Source: an optimization exercise on an open RTL-to-GDS flow (aim: small area, a short achievable clock period and few clock cycles per item). Production flows keep margins and buffers that such runs may drop.
RTL that was checked went through simulation tests only; none was proved equivalent to the original.

==> flow/design.v (excerpt) <==
module cordic_engine #(
  parameter int WIDTH       = 16,
  parameter int ANGLE_WIDTH = 16,
  parameter int STAGES      = 14,
  parameter int GUARD       = 2,
  parameter int TAG_WIDTH   = 8
) (
  input  logic                   clock,
  input  logic                   reset,
  input  logic                   in_valid,
  output logic                   in_ready,
  input  logic                   mode_in,
  input  logic signed [WIDTH-1:0] x_in,
  input  logic signed [WIDTH-1:0] y_in,
  input  logic [ANGLE_WIDTH-1:0] angle_in,
  input  logic [TAG_WIDTH-1:0]   tag_in,
  output logic                   out_valid,
  input  logic                   out_ready,
  output logic signed [WIDTH+1:0] x_out,
  output logic signed [WIDTH+1:0] y_out,
  output logic [ANGLE_WIDTH-1:0] angle_out,
  output logic                   mode_out,
  output logic [TAG_WIDTH-1:0]   tag_out
);
==> flow/config.mk <==
export PLATFORM = sky130hd
export DESIGN_NAME = cordic_engine
export DESIGN_NICKNAME = cordic_engine
export VERILOG_FILES = /design/flow/design.v
export SDC_FILE = /design/flow/constraint.sdc
export NUM_CORES = 4
export LEC_CHECK = 0
export CAP_MARGIN = 20
export CORE_MARGIN = 2
export CORE_UTILIZATION = 55
export PLACE_DENSITY = 0.7
export SETUP_SLACK_MARGIN = 2.2
export SLEW_MARGIN = 20
export SYNTH_HIERARCHICAL = 1
export SYNTH_MINIMUM_KEEP_SIZE = 0
==> flow/constraint.sdc <==
create_clock -name core_clock -period 5.0 [get_ports {clock}]
set_input_delay 1.0000 -clock core_clock [delete_from_list [all_inputs] [get_ports {clock}]]
set_output_delay 1.0000 -clock core_clock [all_outputs]
set_load 0.01 [all_outputs]
run.sh (not shown) runs the stock make flow with config.mk's settings and CLKGATE_MAP_FILE= SYNTH_SCRIPT=/design/flow/synth_recipe.tcl, a recipe that flattens the netlist after the stock synthesis.
==> next run, changes <==
--- a/flow/design.v
+++ b/flow/design.v
@@ -85,12 +85,13 @@
   logic signed [IW-1:0] xs [0:STAGES];
   logic signed [IW-1:0] ys [0:STAGES];
   logic [AW-1:0]        zs [0:STAGES];
   logic                 m  [0:STAGES];
   logic [TAG_WIDTH-1:0] ts [0:STAGES];
   logic                 ds [0:STAGES];     
+  logic                 dn [0:STAGES];     
   logic signed [IW-1:0] x_pre, y_pre;
   logic [WIDTH:0]       x_neg, y_neg;
   logic                 y_nz;
   logic [AW-1:0]        z_pre;
   logic                 flip;
   assign flip = mode_in ? x_in[WIDTH-1] : (angle_in[AW-1] ^ angle_in[AW-2]);
@@ -111,13 +112,13 @@
     logic                 dd;
     logic [TAG_WIDTH-1:0] td;
     logic                 ld;        
     logic [HI:LO]         xr, yr;
     logic [AW-1:0]        zr;
     logic                 mr;
-    logic                 dr;
+    logic                 dr, nr;
     logic [TAG_WIDTH-1:0] tr;
     if (k == 0) begin : g_in
       assign xd = x_pre;
       assign yd = y_pre;
       assign zd = z_pre;
       assign md = mode_in;
@@ -134,13 +135,13 @@
       localparam logic [AW-1:0] NATAN = -atan_lut(I);
       logic [IW:0]          xa, ya;
       logic                 d;
       logic [AW-1:0]        zn;
       assign d   = ds[k-1];
       cordic_add #(.W(IW), .KIND(ADD), .SH(I)) u_x (.a(xs[k-1]), .b(ys[k-1]), .inv(d), .ci(d), .s(xa[IW:1]));
-      cordic_add #(.W(IW), .KIND(ADD), .SH(I)) u_y (.a(ys[k-1]), .b(xs[k-1]), .inv(~d), .ci(~d), .s(ya[IW:1]));
+      cordic_add #(.W(IW), .KIND(ADD), .SH(I)) u_y (.a(ys[k-1]), .b(xs[k-1]), .inv(dn[k-1]), .ci(dn[k-1]), .s(ya[IW:1]));
       cordic_add #(.W(AW), .KIND(ADD), .KON(1'b1), .K0(ATAN), .K1(NATAN))
         u_z (.a(zs[k-1]), .b('0), .inv(d), .ci(1'b0), .s(zn));
       assign xa[0] = 1'b0;
       assign ya[0] = 1'b0;
       assign xd = xa[IW:1];
       assign yd = ya[IW:1];
@@ -158,20 +159,22 @@
       if (ld) begin
         xr <= xd[HI:LO];
         yr <= yd[HI:LO];
         zr <= zd;
         mr <= md;
         dr <= dd;
+        nr <= ~dd;
         tr <= td;
       end
     end
     assign xs[k] = {{(IW-1-HI){xr[HI]}}, xr, {LO{1'b0}}};
     assign ys[k] = {{(IW-1-HI){yr[HI]}}, yr, {LO{1'b0}}};
     assign zs[k] = zr;
     assign m[k]  = mr;
     assign ds[k] = dr;
+    assign dn[k] = nr;
     assign ts[k] = tr;
   end
   assign x_out     = xs[STAGES][IW-1:GUARD];
   assign y_out     = ys[STAGES][IW-1:GUARD];
   assign angle_out = zs[STAGES];
   assign mode_out  = m[STAGES];
@@ -243,13 +246,18 @@
         assign bb[i] = bs[i] ^ inv;
       end
     end
   end
   assign p  = a ^ bb;
   assign g  = a & bb;
-  assign gg[0] = {g[W-1:1], g[0] | (p[0] & ci)};
+  if (KON) begin : g_c0
+    assign gg[0][0] = g[0];                  
+  end else begin : g_c0
+    cordic_cy0 u_c (.a(a[0]), .b(b[SH]), .inv(inv), .g(gg[0][0]));
+  end
+  assign gg[0][W-1:1] = g[W-1:1];
   assign pp[0] = p;
   for (genvar l = 0; l < L; l++) begin : g_lv
     for (genvar i = 0; i < W; i++) begin : g_b
       localparam int  J  = partner(l, i);
       localparam bit  PI = pol(l, i);
       localparam bit  DO = comp(l, i);
@@ -384,6 +392,14 @@
   input  logic a,
   input  logic b,
   output logic y
 );
   assign y = a ^ b;
 endmodule
+module cordic_cy0 (
+  input  logic a,
+  input  logic b,
+  input  logic inv,
+  output logic g
+);
+  assign g = inv ? (a | ~b) : (a & b);
+endmodule
Area after synthesis stays flat.
Fmax stays flat.
Global-route usage falls by 0.18 points.
Design area drops by about 0.3%.
Sequential share of layout area rose by 0.63 points.
Setup slack stays flat.
Via count stays flat.
Testbench counts after the change, summed over its fixed seeds: cycles 3,320, items 3,200.
No functional check of the RTL was part of the first run of this note.


Another version of the RTL of cordic_engine (not shown whole).
Size: about 6,600 cells after synthesis, about 68,000 sq um of cells after synthesis.
Settings: LEC_CHECK=0, CAP_MARGIN=20, CORE_MARGIN=2, CORE_UTILIZATION=55, PLACE_DENSITY=0.7, SETUP_SLACK_MARGIN=1.9, SLEW_MARGIN=20, SYNTH_HIERARCHICAL=1, SYNTH_MINIMUM_KEEP_SIZE=0; clock period 5.0 ns.
Edit:
--- a/flow/design.v
+++ b/flow/design.v
@@ -143,13 +143,13 @@
       localparam logic [AW-1:0] NATAN = -atan_lut(I);
       logic [IW:0]          xa, ya;
       logic                 d;
       logic [AW-1:0]        zn;
       logic                 ypm, ycm;       
       logic                 dq, dt;
-      localparam bit YCI = ~ypol(IW);
+      localparam bit YCI = ypol(IW);
       assign d   = ds[k-1];
       cordic_add #(.W(IW), .KIND(ADD), .SH(I)) u_x (.a(xs[k-1]), .b(ys[k-1]), .inv(d), .ci(d), .s(xa[IW:1]), .pm(), .cm());
       cordic_add #(.W(IW), .KIND(ADD), .SH(I)) u_y (.a(ys[k-1]), .b(xs[k-1]), .inv(dn[k-1]), .ci(dn[k-1]), .s(ya[IW:1]), .pm(ypm), .cm(ycm));
       cordic_add #(.W(AW), .KIND(ADD), .KON(1'b1), .K0(ATAN), .K1(NATAN))
         u_z (.a(zs[k-1]), .b('0), .inv(d), .ci(1'b0), .s(zn), .pm(), .cm());
       assign xa[0] = 1'b0;
@@ -263,38 +263,28 @@
         assign bb[i] = sx;
       end else begin : g_d
         assign bb[i] = bs[i] ^ inv;
       end
     end
   end
-  logic [W-1:0] pn, gn;
-  for (genvar i = 0; i < W; i++) begin : g_pg
-    if (KON && K0[i] == K1[i]) begin : g_k
-      assign pn[i] = ~(a[i] ^ K0[i]);
-      assign gn[i] = ~(a[i] & K0[i]);
-    end else begin : g_v
-      cordic_xnor u_p (.a(a[i]), .b(bb[i]), .y(pn[i]));
-      cordic_nand u_g (.a(a[i]), .b(bb[i]), .y(gn[i]));
-    end
-  end
-  assign p = ~pn;
-  assign g = ~gn;
+  assign p  = a ^ bb;
+  assign g  = a & bb;
   if (KON) begin : g_c0
-    assign gg[0][0] = gn[0];                 
+    assign gg[0][0] = g[0];                  
   end else begin : g_c0
-    cordic_cy0n u_c (.a(a[0]), .b(b[SH]), .inv(inv), .g(gg[0][0]));
+    cordic_cy0 u_c (.a(a[0]), .b(b[SH]), .inv(inv), .g(gg[0][0]));
   end
-  assign gg[0][W-1:1] = gn[W-1:1];
-  assign pp[0] = pn;
+  assign gg[0][W-1:1] = g[W-1:1];
+  assign pp[0] = p;
   for (genvar l = 0; l < L; l++) begin : g_lv
     for (genvar i = 0; i < W; i++) begin : g_b
       localparam int  J  = partner(l, i);
-      localparam bit  PI = ~pol(l, i);         
+      localparam bit  PI = pol(l, i);
       localparam bit  DO = comp(l, i);
       localparam bit  FIN = (J < (1 << l));    
-      localparam bit  PJ = (DO && J >= 0) ? ~pol(l, J) : 1'b1;
+      localparam bit  PJ = (DO && J >= 0) ? pol(l, J) : 1'b0;
       if (DO && J >= 0) begin : g_c
         logic gl, pl;
         if (PJ == PI) begin : g_same
           assign gl = gg[l][J];
           assign pl = pp[l][J];
         end else begin : g_flip
@@ -332,18 +322,14 @@
   end
   logic [W-1:0] c, cp;
   assign c = {gg[L][W-2:0], ci};
   assign pm = p[W-1];
   assign cm = c[W-1];
   for (genvar i = 0; i < W; i++) begin : g_s
-    localparam bit PC = (i == 0) ? 1'b1 : pol(L, i - 1);
-    if (PC) begin : g_n
-      cordic_xnor u_s (.a(pn[i]), .b(c[i]), .y(s[i]));
-    end else begin : g_p
-      cordic_xor u_s (.a(pn[i]), .b(c[i]), .y(s[i]));
-    end
+    localparam bit PC = (i == 0) ? 1'b0 : pol(L, i - 1);
+    assign s[i] = p[i] ^ c[i] ^ PC;
   end
 endmodule
 module cordic_baoi (
   input  logic gh, ph, gl, pl,
   output logic g, p
 );
@@ -435,28 +421,6 @@
   input  logic b,
   input  logic inv,
   output logic g
 );
   assign g = inv ? (a | ~b) : (a & b);
 endmodule
-module cordic_xnor (
-  input  logic a,
-  input  logic b,
-  output logic y
-);
-  assign y = ~(a ^ b);
-endmodule
-module cordic_nand (
-  input  logic a,
-  input  logic b,
-  output logic y
-);
-  assign y = ~(a & b);
-endmodule
-module cordic_cy0n (
-  input  logic a,
-  input  logic b,
-  input  logic inv,
-  output logic g
-);
-  assign g = ~(inv ? (a | ~b) : (a & b));
-endmodule
Setup slack is worse by 0.061 ns.
Synthesized area climbs by 0.84%.
Utilization fell by 0.93 points.
Final area hardly moves.
Routed wire length increases by 1.0%.
Via count went down by 5.6%.
Sequential share of layout area hardly moves.
Maximum frequency goes down by 2.0%.
Testbench counts after the change, summed over its fixed seeds: cycles 3,320, items 3,200.
For the first run of this note, only the layout was checked, not whether the RTL still works.

## what the ideal ports hide
No port has a modelled driver above. Below, the same layouts with a new extraction and two added sets of constraints. Step 1 assumes that a clkbuf_16 drives the clock port and a buf_2 every other input. Step 2 adds t to the input delays and takes it off the output delays; t is the mean of the earliest and latest rising clock arrival at the registers after step 1. Input paths then give back, and output paths get back, about the clock's delay inside the block. a / b / c = ideal / step 1 / step 2; a / b = the first two.
| run | t (ns) | setup WS [ns] | worst register clock-pin slew, ns | cell pins on the clock port's net |
|---|---|---|---|---|
| the first run of note 1 | 0.784 | 2.168 / 2.168 / 1.800 | 0.06 / 0.06 | 1 |
| the second run of note 1 | 0.783 | 2.168 / 2.168 / 1.614 | 0.07 / 0.07 | 1 |
| the first run of note 2 | 0.769 | 1.958 / 1.935 / 1.346 | 0.06 / 0.06 | 1 |
| the second run of note 2 | 0.778 | 1.897 / 1.875 / 1.458 | 0.06 / 0.06 | 1 |
After both steps every run listed still meets setup and hold. The setup slack of the first run of note 2, which loses most, moves by -0.023 ns with the drivers and by -0.612 ns with both steps.
